Context: an optimization exercise on an open-source flow, tuned for small area, a short achievable clock period and few clock cycles per item. The choices shown serve that exercise and are no tape-out recipe. Function was checked by simulation only, so behaviour that the tests miss may differ from the original.

== the baseline ==
Design nn_top, start of the top module:
module nn_top #(
  parameter int data_w = 16,
  parameter int frac_w = 8
) (
  input  wire                clk,
  input  wire                rst_n,
  input  wire                in_valid_w1,
  input  wire                in_valid_w2,
  input  wire                in_valid_d,
  input  wire  [data_w-1:0]  weight1,
  input  wire  [data_w-1:0]  weight2,
  input  wire  [data_w-1:0]  data_point,
  output logic               out_valid,
  output logic [data_w-1:0]  out
);
Size in the first run: ~460 flip-flops, roughly 70 I/O pins, roughly 34000 um2 of cells after synthesis.
clock: 12.0 ns
lec_check: 0
cap_margin: 20
core_margin: 2
core_utilization: 40
slew_margin: 20
standard.sh (not shown) runs the stock make flow with config.mk's settings and CLKGATE_MAP_FILE= SYNTH_SCRIPT=/design/flow/synth_recipe.tcl, a recipe that flattens the netlist after the stock synthesis.
==> flow/flow/run.sh <==
#!/bin/bash
set -euo pipefail
bash standard.sh SETUP_SLACK_MARGIN=6.5 finish > standard_flow.log 2>&1
The baseline: done, clean on timing, DRC and antenna
Testbench counts of the baseline, summed over its fixed seeds: cycles 22,400, inferences 3,200.
> inputs changed (the baseline -> the candidate)
# the baseline
export LEC_CHECK = 0
export CAP_MARGIN = 20
export CORE_MARGIN = 2
export CORE_UTILIZATION = 40
export SLEW_MARGIN = 20
create_clock -name core_clock -period 12.0 [get_ports {clk}]
# the candidate
export LEC_CHECK = 0
export CAP_MARGIN = 20
export CORE_MARGIN = 2
export CORE_UTILIZATION = 40
export SETUP_SLACK_MARGIN = 5
export SLEW_MARGIN = 20
create_clock -name core_clock -period 12.0 [get_ports {clk}]
==> flow/run.sh (new file) <==
#!/bin/bash
# synth_recipe.tcl (not shown) runs the flow's synth.tcl, then flattens the netlist and writes it again
# the make line also repeats each setting of config.mk as NAME=value (left out here)
make -C /OpenROAD-flow-scripts/flow DESIGN_CONFIG=/design/flow/config.mk WORK_HOME=/design/flow/orfs CLKGATE_MAP_FILE= SYNTH_SCRIPT=/design/flow/synth_recipe.tcl finish
removed: flow/flow/run.sh
removed: flow/standard.sh
Notes after the runs:
- Cell count after placement delta (the baseline -> the candidate): insignificant
- Largest net degree at the start of global routing, the candidate and the baseline, higher one = the candidate.
- NOTE: total clock buffers created by CTS in the candidate exceeds that of the baseline
- Going from the baseline to the candidate, the minimum setup slack after placement was found to have gone down by 45 ps.
- The candidate vs. the baseline: wire length went down by 3900 um, global-route usage went down by 0.43 points.


run 1:
Another version of the RTL of nn_top (not shown whole).
For scale: ~36000 um^2 of cells after synthesis.
clock: 12.0 ns
lec_check: 0
cap_margin: 20
core_margin: 2
core_utilization: 40
slew_margin: 20
==> flow/flow/run.sh <==
#!/bin/bash
set -euo pipefail
M=6.8
R=orfs/results/sky130hd/nn_top/base
bash standard.sh SETUP_SLACK_MARGIN=$M synth > synth_flow.log 2>&1
cp $R/1_2_yosys.v $R/1_2_yosys_orig.v
python3 flow/fa_polarity.py $R/1_2_yosys_orig.v $R/1_2_yosys_fapol.v > fa_polarity.log 2>&1
python3 flow/out_adder.py $R/1_2_yosys_fapol.v $R/1_2_yosys_oadd.v > out_adder.log 2>&1
cp $R/1_2_yosys_oadd.v $R/1_2_yosys.v
rm -f $R/1_synth.odb $R/1_synth.sdc
bash standard.sh SETUP_SLACK_MARGIN=$M finish > standard_flow.log 2>&1
Other scripts of this flow, unchanged in this note and not shown: flow/flow/fa_polarity.py, flow/flow/out_adder.py
Testbench counts of run 1, summed over its fixed seeds: cycles 22,400, inferences 3,200.
What run 2 does differently from run 1 at the input level:
--- a/flow/flow/run.sh
+++ b/flow/flow/run.sh
@@ -2,5 +2,6 @@
 set -euo pipefail
-M=6.8
+M=7.0
+B="-buffer_cell sky130_fd_sc_hd__buf_2"
 R=orfs/results/sky130hd/nn_top/base
-bash standard.sh SETUP_SLACK_MARGIN=$M synth > synth_flow.log 2>&1
+bash standard.sh SETUP_SLACK_MARGIN=$M "BUFFER_PORTS_ARGS=$B" synth > synth_flow.log 2>&1
 cp $R/1_2_yosys.v $R/1_2_yosys_orig.v
@@ -10,2 +11,2 @@
 rm -f $R/1_synth.odb $R/1_synth.sdc
-bash standard.sh SETUP_SLACK_MARGIN=$M finish > standard_flow.log 2>&1
+bash standard.sh SETUP_SLACK_MARGIN=$M "BUFFER_PORTS_ARGS=$B" finish > standard_flow.log 2>&1
--- a/flow/config.mk
+++ b/flow/config.mk
@@ -9,3 +9,3 @@
 export CORE_MARGIN = 2
-export CORE_UTILIZATION = 40
+export CORE_UTILIZATION = 55
 export SLEW_MARGIN = 20
Side by side, part of the cycle the worst path needs turned out lower in run 2 than in run 1. Measured against run 1, the clock buffer count from CTS of run 2 comes out at 1.05 times the reference value. When run 2 is measured against run 1, its instance count after placement with tap cells included turns out about 8% lower. Looking at non-filler instance count after layout across run 2 and run 1, the one that comes out lower is run 2. Die area | run 2 below run 1. Run 1 → run 2: worst hold slack level, maximum clock insertion buffer count neither gained nor lost much, fraction of the core area covered by cells at the end of the flow went up, layout overhead on the synthesized area up 0.74 points. STATUS worst setup slack: run 2 wins against run 1.
Input-level comparison between run 3 and run 2:
--- a/flow/config.mk
+++ b/flow/config.mk
@@ -9,3 +9,6 @@
 export CORE_MARGIN = 2
-export CORE_UTILIZATION = 55
+export CORE_UTILIZATION = 40
+export CTS_CLUSTER_DIAMETER = 60
+export CTS_CLUSTER_SIZE = 30
+export PLACE_DENSITY = 0.75
 export SLEW_MARGIN = 20
Findings:
Max wire length per cell after detailed routing across run 2 and run 3: run 2
Against run 2 as the reference, run 3 delivers a lower final-layout clock buffer total.
Between run 2 and run 3, the difference in flip-flop and latch area is negligible.
What run 4 does differently from run 3 at the input level:
--- a/flow/config.mk
+++ b/flow/config.mk
@@ -10,4 +10,2 @@
 export CORE_UTILIZATION = 40
-export CTS_CLUSTER_DIAMETER = 60
-export CTS_CLUSTER_SIZE = 30
 export PLACE_DENSITY = 0.75
Findings:
The lower count of antenna diodes in the layout came out of run 3. Re initial antenna violation count: run 3 was lower than run 4. The more densely filled core belongs to run 4, not run 3.

[afterwards: timing with drivers on the ports]
No port has a modelled driver above. Below, the same layouts with a new extraction and two added sets of constraints.
Step 1 sets driving cells, clkbuf_16 on the clock port and buf_2 on the other inputs (assumed; they add their load-dependent delay and slew).
Step 2 also shifts input and output timing later by t, the mid clock arrival at the registers, as if the neighbouring blocks saw the same clock.
Slacks: no drivers / after step 1 / after step 2; pairs: no drivers / after step 1.
run | t, ns | slack for setup (ns) | worst setup path at the end | slew at the worst register clock pin (ns) | worst data-port slew with drivers (ns)
the baseline | 0.661 | 5.956 / 5.897 / 6.134 | input to register | 0.07 / 0.07 | 0.13
the candidate | 0.686 | 5.249 / 5.185 / 5.465 | register to register | 0.07 / 0.07 | 0.05
run 1 | 0.672 | 6.940 / 6.903 / 6.940 | register to register | 0.07 / 0.07 | 0.06
run 2 | 0.691 | 7.065 / 7.056 / 7.065 | register to register | 0.07 / 0.07 | 0.05
run 3 | 0.647 | 7.058 / 7.052 / 7.058 | register to register | 0.11 / 0.11 | 0.04
run 4 | 0.675 | 7.060 / 7.060 / 7.060 | register to register | 0.07 / 0.07 | 0.04
After both steps every run listed still meets setup and hold.
